Context: an optimization exercise on an open-source flow, tuned for small area. The choices shown serve that exercise and are no tape-out recipe. Function was checked by simulation only, so behaviour that the tests miss may differ from the original. No activity file was given, so power comes from the tool's default toggle rates.

Design odd_pipe, start of the top module:
module odd_pipe (
    input  logic         clock,
    input  logic         reset,
    input  logic [4:0]   issue_opcode,
    input  logic [127:0] issue_ra,
    input  logic [127:0] issue_rb,
    input  logic [127:0] issue_rt_data,
    input  logic [6:0]   issue_rt_address,
    input  logic [6:0]   issue_i7,
    input  logic [15:0]  issue_i16,
    input  logic [31:0]  issue_pc,
    output logic [142:0] fw_stage1,
    output logic [142:0] fw_stage2,
    output logic [142:0] fw_stage3,
    output logic [142:0] fw_stage4,
    output logic [142:0] fw_stage5,
    output logic [142:0] fw_stage6,
    output logic [142:0] fw_stage7,
    output logic [142:0] result,
    output logic         branch_taken,
    output logic [31:0]  next_pc
);
export LEC_CHECK = 0
export CAP_MARGIN = 20
export CORE_AREA = 5 5 255 255
export DIE_AREA = 0 0 260 260
export SLEW_MARGIN = 20
create_clock -name core_clock -period 8.0 [get_ports {clock}]
standard.sh (not shown) runs the stock make flow with config.mk's settings and CLKGATE_MAP_FILE= SYNTH_SCRIPT=/design/flow/synth_recipe.tcl, a recipe that flattens the netlist after the stock synthesis.
==> flow/flow/run.sh <==
#!/bin/bash
# Layout flow:
#  2. the same synthesis again, with the rotator module swapped for a
#     cell-level version (flow/genrot.py);
#  3. the rest of the combinational logic mapped again for area, the
#     rotator's cells and all registers left as they are;
#  4. the registers checked against the standard synthesis (same names and
#     cells), else the standard netlist is remapped instead;
#  5. the standard layout, with the smallest buffer on the ports, pins one
#     track apart (the clock pin placed first, with room around it:
#     flow/pins.tcl) and a clock tree without dummy loads.
# Each tool's output goes to its own log here.
set -euo pipefail
bash standard.sh synth > synth.log 2>&1

RES=orfs/results/sky130hd/odd_pipe/base
LIB=$FLOW_HOME/platforms/sky130hd/lib/sky130_fd_sc_hd__tt_025C_1v80.lib
cp $RES/1_2_yosys.v 1_2_yosys_standard.v

# 2. synthesis with the cell-level rotator
python3 flow/genrot.py > cells_struct.v
python3 flow/swapmod.py design.v cells_struct.v > design_mine.v
sed "s#$PWD/design.v#$PWD/design_mine.v#" config.mk > config_mine.mk
sed "s#$PWD/config.mk#$PWD/config_mine.mk#g;s#$PWD/orfs#$PWD/orfs_mine#g" standard.sh > standard_mine.sh
bash standard_mine.sh synth > synth_mine.log 2>&1
MINE=orfs_mine/results/sky130hd/odd_pipe/base/1_2_yosys.v

# 3. area remap of the other combinational cells
python3 flow/mkmap.py $LIB cells_map.v > mkmap.log 2>&1
DU=""
for c in $(sed -n 's/^export DONT_USE_CELLS += *//p;/^ *sky130_fd_sc_hd__lpflow/p;/^ *sky130_fd_sc_hd__probe/p' $FLOW_HOME/platforms/sky130hd/config.mk | tr -d '\\'); do
  DU="$DU -dont_use $c"
done
printf 'set_driving_cell sky130_fd_sc_hd__buf_1\nset_load 5\n' > abc.constr
remap() {
  cat > remap_$3.ys <<EOT
read_liberty -lib $LIB
read_verilog $1
hierarchy -top $FLOW_TOP
select -set keep c:u_permute.u_rot.*
techmap -map cells_map.v c:* @keep %d
techmap
opt -purge
abc -script $PWD/flow/remap.abc -liberty $LIB $DU -constr $PWD/abc.constr -D 8000
opt_clean -purge
splitnets
opt_clean -purge
hilomap -singleton -hicell sky130_fd_sc_hd__conb_1 HI -locell sky130_fd_sc_hd__conb_1 LO
insbuf -buf sky130_fd_sc_hd__buf_1 A X
opt_clean -purge
write_verilog -noattr -nohex -nodec $2
EOT
  yosys -s remap_$3.ys > remap_$3.log 2>&1
}

# 4. keep the cell-level rotator only if the registers match the standard ones
if remap $MINE remapped_mine.v mine && python3 flow/regcheck.py 1_2_yosys_standard.v remapped_mine.v > regcheck.log 2>&1; then
  cp remapped_mine.v $RES/1_2_yosys.v
else
  remap 1_2_yosys_standard.v remapped_standard.v standard
  python3 flow/regcheck.py 1_2_yosys_standard.v remapped_standard.v > regcheck_standard.log 2>&1
  cp remapped_standard.v $RES/1_2_yosys.v
fi
rm -f $RES/1_synth.odb

# 5. layout
export BUFFER_PORTS_ARGS="-buffer_cell sky130_fd_sc_hd__buf_1"
export CTS_ARGS="-sink_clustering_enable -repair_clock_nets -dont_use_dummy_load -buf_list {sky130_fd_sc_hd__clkbuf_16} -sink_clustering_size 34 -sink_clustering_max_diameter 70"
export PLACE_PINS_ARGS="-min_distance 1 -min_distance_in_tracks -corner_avoidance 6"
export PRE_IO_PLACEMENT_TCL=$PWD/flow/pins.tcl
bash standard.sh finish > layout.log 2>&1
Other scripts of this flow, unchanged in this note and not shown: flow/flow/genrot.py, flow/flow/mkmap.py, flow/flow/pins.tcl, flow/flow/regcheck.py, flow/flow/remap.abc, flow/flow/swapmod.py
The first run completed without violations.
Edit:
--- a/flow/flow/run.sh
+++ b/flow/flow/run.sh
@@ -67,3 +67,3 @@
 export BUFFER_PORTS_ARGS="-buffer_cell sky130_fd_sc_hd__buf_1"
-export CTS_ARGS="-sink_clustering_enable -repair_clock_nets -dont_use_dummy_load -buf_list {sky130_fd_sc_hd__clkbuf_16} -sink_clustering_size 34 -sink_clustering_max_diameter 70"
+export CTS_ARGS="-sink_clustering_enable -repair_clock_nets -dont_use_dummy_load -buf_list {sky130_fd_sc_hd__clkbuf_16} -sink_clustering_size 30 -sink_clustering_max_diameter 80"
 export PLACE_PINS_ARGS="-min_distance 1 -min_distance_in_tracks -corner_avoidance 6"
Flip-flop and latch count stays the same.
Synthesized area stays the same.
Final cell count hardly moves.
Worst setup slack gets worse by 0.057 ns.
Hold slack is about the same.
Die area does not change.
Edit:
--- a/flow/flow/run.sh
+++ b/flow/flow/run.sh
@@ -67,3 +67,3 @@
 export BUFFER_PORTS_ARGS="-buffer_cell sky130_fd_sc_hd__buf_1"
-export CTS_ARGS="-sink_clustering_enable -repair_clock_nets -dont_use_dummy_load -buf_list {sky130_fd_sc_hd__clkbuf_16} -sink_clustering_size 30 -sink_clustering_max_diameter 80"
+export CTS_ARGS="-sink_clustering_enable -repair_clock_nets -dont_use_dummy_load -buf_list {sky130_fd_sc_hd__clkbuf_4} -sink_clustering_size 10 -sink_clustering_max_diameter 30"
 export PLACE_PINS_ARGS="-min_distance 1 -min_distance_in_tracks -corner_avoidance 6"
After rerunning: Die area stays the same; register-to-register slack improved by 0.04 ns; final area barely changes; total power barely changes; worst setup slack gains 0.35 ns; first-iteration DRC count falls by 3.5%; sequential share of layout area hardly moves; count of clock-buffer cells in the layout climbs by 114.

odd_pipe, a different RTL version from the one above (not shown whole).
Size: about 3,300 cells after synthesis, ~1,600 I/O pins, about 34,000 um2 of cells after synthesis.
==> flow/config.mk <==
export PLATFORM = sky130hd
export DESIGN_NAME = odd_pipe
export DESIGN_NICKNAME = odd_pipe
export VERILOG_FILES = /design/flow/design.v
export SDC_FILE = /design/flow/constraint.sdc
export NUM_CORES = 8
export LEC_CHECK = 0
export CAP_MARGIN = 20
export CORE_AREA = 5 5 255 255
export DIE_AREA = 0 0 260 260
export SLEW_MARGIN = 20
==> flow/constraint.sdc <==
create_clock -name core_clock -period 8.0 [get_ports {clock}]
set_input_delay 1.6000 -clock core_clock [delete_from_list [all_inputs] [get_ports {clock}]]
set_output_delay 1.6000 -clock core_clock [all_outputs]
set_load 0.01 [all_outputs]
==> flow/flow/run.sh <==
#!/bin/bash
# Layout flow:
#  2. the same synthesis again, with the rotator module swapped for a
#     cell-level version (flow/genrot.py);
#  3. the rest of the combinational logic mapped again for area, the
#     rotator's cells, the full and half adders and all registers left as
#     they are;
#  4. the registers checked against the standard synthesis (same names and
#     cells), else the standard netlist is remapped instead;
#  5. the standard layout, with the smallest buffer on the ports, pins one
#     track apart (the clock pin placed first, with room around it:
#     flow/pins.tcl) and a clock tree without dummy loads.
# Each tool's output goes to its own log here.
set -euo pipefail
bash standard.sh synth > synth.log 2>&1

RES=orfs/results/sky130hd/odd_pipe/base
LIB=$FLOW_HOME/platforms/sky130hd/lib/sky130_fd_sc_hd__tt_025C_1v80.lib
cp $RES/1_2_yosys.v 1_2_yosys_standard.v

# 2. synthesis with the cell-level rotator
python3 flow/genrot.py > cells_struct.v
python3 flow/swapmod.py design.v cells_struct.v > design_mine.v
sed "s#$PWD/design.v#$PWD/design_mine.v#" config.mk > config_mine.mk
sed "s#$PWD/config.mk#$PWD/config_mine.mk#g;s#$PWD/orfs#$PWD/orfs_mine#g" standard.sh > standard_mine.sh
bash standard_mine.sh synth > synth_mine.log 2>&1
MINE=orfs_mine/results/sky130hd/odd_pipe/base/1_2_yosys.v

# 3. area remap of the other combinational cells
python3 flow/mkmap.py $LIB cells_map.v > mkmap.log 2>&1
DU=""
for c in $(sed -n 's/^export DONT_USE_CELLS += *//p;/^ *sky130_fd_sc_hd__lpflow/p;/^ *sky130_fd_sc_hd__probe/p' $FLOW_HOME/platforms/sky130hd/config.mk | tr -d '\\'); do
  DU="$DU -dont_use $c"
done
printf 'set_driving_cell sky130_fd_sc_hd__buf_1\nset_load 5\n' > abc.constr
remap() {
  cat > remap_$3.ys <<EOT
read_liberty -lib $LIB
read_verilog $1
hierarchy -top $FLOW_TOP
select -set keep c:u_permute.u_rot.* t:sky130_fd_sc_hd__fa_* t:sky130_fd_sc_hd__ha_*
techmap -map cells_map.v c:* @keep %d
techmap
opt -purge
abc -script $PWD/flow/remap.abc -liberty $LIB $DU -constr $PWD/abc.constr -D 8000
opt_clean -purge
splitnets
opt_clean -purge
hilomap -singleton -hicell sky130_fd_sc_hd__conb_1 HI -locell sky130_fd_sc_hd__conb_1 LO
insbuf -buf sky130_fd_sc_hd__buf_1 A X
opt_clean -purge
write_verilog -noattr -nohex -nodec $2
EOT
  yosys -s remap_$3.ys > remap_$3.log 2>&1
}

# 4. keep the cell-level rotator only if the registers match the standard ones
if remap $MINE remapped_mine.v mine && python3 flow/regcheck.py 1_2_yosys_standard.v remapped_mine.v > regcheck.log 2>&1; then
  cp remapped_mine.v $RES/1_2_yosys.v
else
  remap 1_2_yosys_standard.v remapped_standard.v standard
  python3 flow/regcheck.py 1_2_yosys_standard.v remapped_standard.v > regcheck_standard.log 2>&1
  cp remapped_standard.v $RES/1_2_yosys.v
fi
rm -f $RES/1_synth.odb

# 5. layout
export BUFFER_PORTS_ARGS="-buffer_cell sky130_fd_sc_hd__buf_1"
export CTS_ARGS="-sink_clustering_enable -repair_clock_nets -dont_use_dummy_load -buf_list {sky130_fd_sc_hd__clkbuf_16} -sink_clustering_size 30 -sink_clustering_max_diameter 80"
export PLACE_PINS_ARGS="-min_distance 1 -min_distance_in_tracks -corner_avoidance 6"
export PRE_IO_PLACEMENT_TCL=$PWD/flow/pins.tcl
bash standard.sh finish > layout.log 2>&1
Other scripts of this flow, unchanged in this note and not shown: flow/flow/genrot.py, flow/flow/mkmap.py, flow/flow/pins.tcl, flow/flow/regcheck.py, flow/flow/remap.abc, flow/flow/swapmod.py
The starting point stopped in global routing.
Then changed:
--- a/flow/flow/run.sh
+++ b/flow/flow/run.sh
@@ -67,5 +67,5 @@
 # 5. layout
 export BUFFER_PORTS_ARGS="-buffer_cell sky130_fd_sc_hd__buf_1"
-export CTS_ARGS="-sink_clustering_enable -repair_clock_nets -dont_use_dummy_load -buf_list {sky130_fd_sc_hd__clkbuf_16} -sink_clustering_size 30 -sink_clustering_max_diameter 80"
+export CTS_ARGS="-sink_clustering_enable -repair_clock_nets -dont_use_dummy_load -buf_list {sky130_fd_sc_hd__clkbuf_16} -sink_clustering_size 40 -sink_clustering_max_diameter 50"
 export PLACE_PINS_ARGS="-min_distance 1 -min_distance_in_tracks -corner_avoidance 6"
 export PRE_IO_PLACEMENT_TCL=$PWD/flow/pins.tcl
--- a/flow/config.mk
+++ b/flow/config.mk
@@ -7,5 +7,5 @@
 export LEC_CHECK = 0
 export CAP_MARGIN = 20
-export CORE_AREA = 5 5 255 255
-export DIE_AREA = 0 0 260 260
+export CORE_AREA = 5 5 265 265
+export DIE_AREA = 0 0 270 270
 export SLEW_MARGIN = 20
Result: The changed run finished with timing, DRC and antenna clean. Area after synthesis stays the same. Synthesized cell count stays the same.

odd_pipe with an RTL version that a note above also has.
For scale: about 3,400 cells after synthesis, about 1,600 I/O pins.
==> flow/design.v (excerpt) <==
module odd_pipe (
    input  logic         clock,
    input  logic         reset,
    input  logic [4:0]   issue_opcode,
    input  logic [127:0] issue_ra,
    input  logic [127:0] issue_rb,
    input  logic [127:0] issue_rt_data,
    input  logic [6:0]   issue_rt_address,
    input  logic [6:0]   issue_i7,
    input  logic [15:0]  issue_i16,
    input  logic [31:0]  issue_pc,
    output logic [142:0] fw_stage1,
    output logic [142:0] fw_stage2,
    output logic [142:0] fw_stage3,
    output logic [142:0] fw_stage4,
    output logic [142:0] fw_stage5,
    output logic [142:0] fw_stage6,
    output logic [142:0] fw_stage7,
    output logic [142:0] result,
    output logic         branch_taken,
    output logic [31:0]  next_pc
);
    logic         perm_b, perm_w;
    logic [127:0] perm_value;
    logic         br_b, br_w;
    logic [17:0]  br_link;
    logic         br_taken;
    logic [17:0]  br_next_pc;
    logic [136:0] stage1_d;
    logic         taken_q;
    logic [17:0]  next_pc_q;
    permute_unit u_permute (
        .reset    (reset),
        .opcode   (issue_opcode),
        .ra       (issue_ra),
        .rb       (issue_rb[7:0]),
        .i7       (issue_i7),
        .is_perm  (perm_w),
        .value    (perm_value)
    );
    branch_unit u_branch (
        .reset    (reset),
        .opcode   (issue_opcode),
        .rt_word  (issue_rt_data[127:96]),
        .i16      (issue_i16),
        .pc       (issue_pc[17:0]),
  ...
export LEC_CHECK = 0
export CAP_MARGIN = 20
export CORE_AREA = 5 5 255 255
export DIE_AREA = 0 0 260 260
export SLEW_MARGIN = 20
create_clock -name core_clock -period 8.0 [get_ports {clock}]
==> flow/flow/run.sh <==
#!/bin/bash
# Layout flow:
#  2. the same synthesis again, with the rotator module swapped for a
#     cell-level version (flow/genrot.py);
#  3. the rest of the combinational logic mapped again for area, the
#     rotator's cells and all registers left as they are;
#  4. the registers checked against the standard synthesis (same names and
#     cells), else the standard netlist is remapped instead;
#  5. the standard layout, with the smallest buffer on the ports, pins one
#     track apart (the clock pin placed first, with room around it:
#     flow/pins.tcl) and a clock tree without dummy loads.
# Each tool's output goes to its own log here.
set -euo pipefail
bash standard.sh synth > synth.log 2>&1

RES=orfs/results/sky130hd/odd_pipe/base
LIB=$FLOW_HOME/platforms/sky130hd/lib/sky130_fd_sc_hd__tt_025C_1v80.lib
cp $RES/1_2_yosys.v 1_2_yosys_standard.v

# 2. synthesis with the cell-level rotator
python3 flow/genrot.py > cells_struct.v
python3 flow/swapmod.py design.v cells_struct.v > design_mine.v
sed "s#$PWD/design.v#$PWD/design_mine.v#" config.mk > config_mine.mk
sed "s#$PWD/config.mk#$PWD/config_mine.mk#g;s#$PWD/orfs#$PWD/orfs_mine#g" standard.sh > standard_mine.sh
bash standard_mine.sh synth > synth_mine.log 2>&1
MINE=orfs_mine/results/sky130hd/odd_pipe/base/1_2_yosys.v

# 3. area remap of the other combinational cells
python3 flow/mkmap.py $LIB cells_map.v > mkmap.log 2>&1
DU=""
for c in $(sed -n 's/^export DONT_USE_CELLS += *//p;/^ *sky130_fd_sc_hd__lpflow/p;/^ *sky130_fd_sc_hd__probe/p' $FLOW_HOME/platforms/sky130hd/config.mk | tr -d '\\'); do
  DU="$DU -dont_use $c"
done
printf 'set_driving_cell sky130_fd_sc_hd__buf_1\nset_load 5\n' > abc.constr
remap() {
  cat > remap_$3.ys <<EOT
read_liberty -lib $LIB
read_verilog $1
hierarchy -top $FLOW_TOP
select -set keep c:u_permute.u_rot.*
techmap -map cells_map.v c:* @keep %d
techmap
opt -purge
abc -script $PWD/flow/remap.abc -liberty $LIB $DU -constr $PWD/abc.constr -D 8000
opt_clean -purge
splitnets
opt_clean -purge
hilomap -singleton -hicell sky130_fd_sc_hd__conb_1 HI -locell sky130_fd_sc_hd__conb_1 LO
insbuf -buf sky130_fd_sc_hd__buf_1 A X
opt_clean -purge
write_verilog -noattr -nohex -nodec $2
EOT
  yosys -s remap_$3.ys > remap_$3.log 2>&1
}

# 4. keep the cell-level rotator only if the registers match the standard ones
if remap $MINE remapped_mine.v mine && python3 flow/regcheck.py 1_2_yosys_standard.v remapped_mine.v > regcheck.log 2>&1; then
  cp remapped_mine.v $RES/1_2_yosys.v
else
  remap 1_2_yosys_standard.v remapped_standard.v standard
  python3 flow/regcheck.py 1_2_yosys_standard.v remapped_standard.v > regcheck_standard.log 2>&1
  cp remapped_standard.v $RES/1_2_yosys.v
fi
rm -f $RES/1_synth.odb

# 5. layout
export BUFFER_PORTS_ARGS="-buffer_cell sky130_fd_sc_hd__buf_1"
export CTS_ARGS="-sink_clustering_enable -repair_clock_nets -dont_use_dummy_load -buf_list {sky130_fd_sc_hd__clkbuf_16} -sink_clustering_size 30 -sink_clustering_max_diameter 60"
export PLACE_PINS_ARGS="-min_distance 1 -min_distance_in_tracks -corner_avoidance 6"
export PRE_IO_PLACEMENT_TCL=$PWD/flow/pins.tcl
bash standard.sh finish > layout.log 2>&1
Other scripts of this flow, unchanged in this note and not shown: flow/flow/genrot.py, flow/flow/mkmap.py, flow/flow/pins.tcl, flow/flow/regcheck.py, flow/flow/remap.abc, flow/flow/swapmod.py
Rerun with:
--- a/flow/flow/run.sh
+++ b/flow/flow/run.sh
@@ -68 +68 @@
-export CTS_ARGS="-sink_clustering_enable -repair_clock_nets -dont_use_dummy_load -buf_list {sky130_fd_sc_hd__clkbuf_16} -sink_clustering_size 30 -sink_clustering_max_diameter 60"
+export CTS_ARGS="-sink_clustering_enable -repair_clock_nets -dont_use_dummy_load -buf_list {sky130_fd_sc_hd__clkbuf_8} -sink_clustering_size 20 -sink_clustering_max_diameter 50"
Effect: The new run finished clean. Clock power falls by 9.5%. Power falls by 2.5%. Combinational power is about the same. Sequential cell count does not change. Die area does not change. Hold slack degrades by 0.039 ns. Register-to-register slack stays flat. Global-route usage rises by 0.44 points. Cell area falls by 0.56%. Routed wire length rises by 0.56%. Critical path depth is unchanged.
Rerun with:
--- a/flow/flow/run.sh
+++ b/flow/flow/run.sh
@@ -68 +68 @@
-export CTS_ARGS="-sink_clustering_enable -repair_clock_nets -dont_use_dummy_load -buf_list {sky130_fd_sc_hd__clkbuf_8} -sink_clustering_size 20 -sink_clustering_max_diameter 50"
+export CTS_ARGS="-sink_clustering_enable -repair_clock_nets -dont_use_dummy_load -buf_list {sky130_fd_sc_hd__clkbuf_8} -sink_clustering_size 20 -sink_clustering_max_diameter 40"
CORE_AREA = 5 5 295 295   (was 5 5 255 255)
DIE_AREA = 0 0 300 300   (was 0 0 260 260)
=>
- power climbs by 4.5%
- cell area climbs by 2.3%
- worst setup slack improves by 0.15 ns
- routed wire length drops by 2.9%
- non-clock buffer count climbs by 15
Rerun with:
CORE_AREA = 5 5 255 255   (was 5 5 295 295)
DIE_AREA = 0 0 260 260   (was 0 0 300 300)
What happened: The new run completed with no timing, DRC or antenna violations; wire length increases by 3.7%; combinational power falls by about 3%; power is lower by 1.8%; final cell count shrinks by 4.7%; cell area decreases by 1.6%; utilization goes up by 17 points.
Rerun with:
--- a/flow/flow/run.sh
+++ b/flow/flow/run.sh
@@ -68 +68 @@
-export CTS_ARGS="-sink_clustering_enable -repair_clock_nets -dont_use_dummy_load -buf_list {sky130_fd_sc_hd__clkbuf_8} -sink_clustering_size 20 -sink_clustering_max_diameter 40"
+export CTS_ARGS="-sink_clustering_enable -repair_clock_nets -dont_use_dummy_load -buf_list {sky130_fd_sc_hd__clkbuf_16} -sink_clustering_size 30 -sink_clustering_max_diameter 80"
CORE_AREA = 5 5 245 245   (was 5 5 255 255)
DIE_AREA = 0 0 250 250   (was 0 0 260 260)
The changed run finished with timing, DRC and antenna clean.
Sequential power stays flat.
Non-clock buffer count went up by 7.
Sequential cell count is unchanged.
Final cell count went down by 1.9%.
Clock skew went down by 0.080 ns.
Synthesized cell count does not change.
Final area went down by 0.75%.
First-iteration DRC count went up by 7.1%.

separate check: timing with driven ports:
How much do the figures lean on ideal ports? The routed layouts below were timed once more, with nothing changed but the port constraints. Step 1, drivers: a clkbuf_16 drives clock and a buf_2 each remaining input, both assumed. Step 2 also shifts input and output timing later by t, the mid clock arrival at the registers, as if the neighbouring blocks saw the same clock. Three values: ideal, step 1, step 2; two values: the first two.
| run | shift t [ns] | setup WS [ns] | worst setup path after step 2 | clock arrival spread, ns | slew at the worst register clock pin (ns) |
|---|---|---|---|---|---|
| the first run of note 1 | 0.642 | 1.257 / 1.219 / 0.577 | input to register | 0.131 / 0.132 | 0.12 / 0.12 |
| the second run of note 1 | 0.636 | 1.200 / 1.160 / 0.524 | input to register | 0.122 / 0.122 | 0.11 / 0.11 |
| the third run of note 1 | 1.010 | 1.550 / 1.497 / 0.487 | input to register | 0.160 / 0.160 | 0.11 / 0.11 |
| the second run of note 2 | 0.666 | 0.531 / 0.536 / -0.131 | input to register | 0.123 / 0.123 | 0.10 / 0.10 |
| the first run of note 3 | 0.668 | 1.220 / 1.179 / 0.511 | input to register | 0.127 / 0.126 | 0.11 / 0.11 |
| the second run of note 3 | 0.707 | 1.210 / 1.168 / 0.461 | input to register | 0.170 / 0.170 | 0.12 / 0.12 |
| the third run of note 3 | 0.771 | 1.357 / 1.316 / 0.545 | input to register | 0.151 / 0.151 | 0.11 / 0.11 |
| the fourth run of note 3 | 0.746 | 1.108 / 1.056 / 0.310 | input to register | 0.175 / 0.175 | 0.11 / 0.11 |
| the fifth run of note 3 | 0.657 | 1.344 / 1.306 / 0.649 | input to register | 0.073 / 0.072 | 0.11 / 0.11 |
Met with ideal ports but missed after step 2: setup timing in the second run of note 2. For the third run of note 1, which loses most, drivers alone change the setup slack by -0.053 ns; drivers and shift together by -1.063 ns.
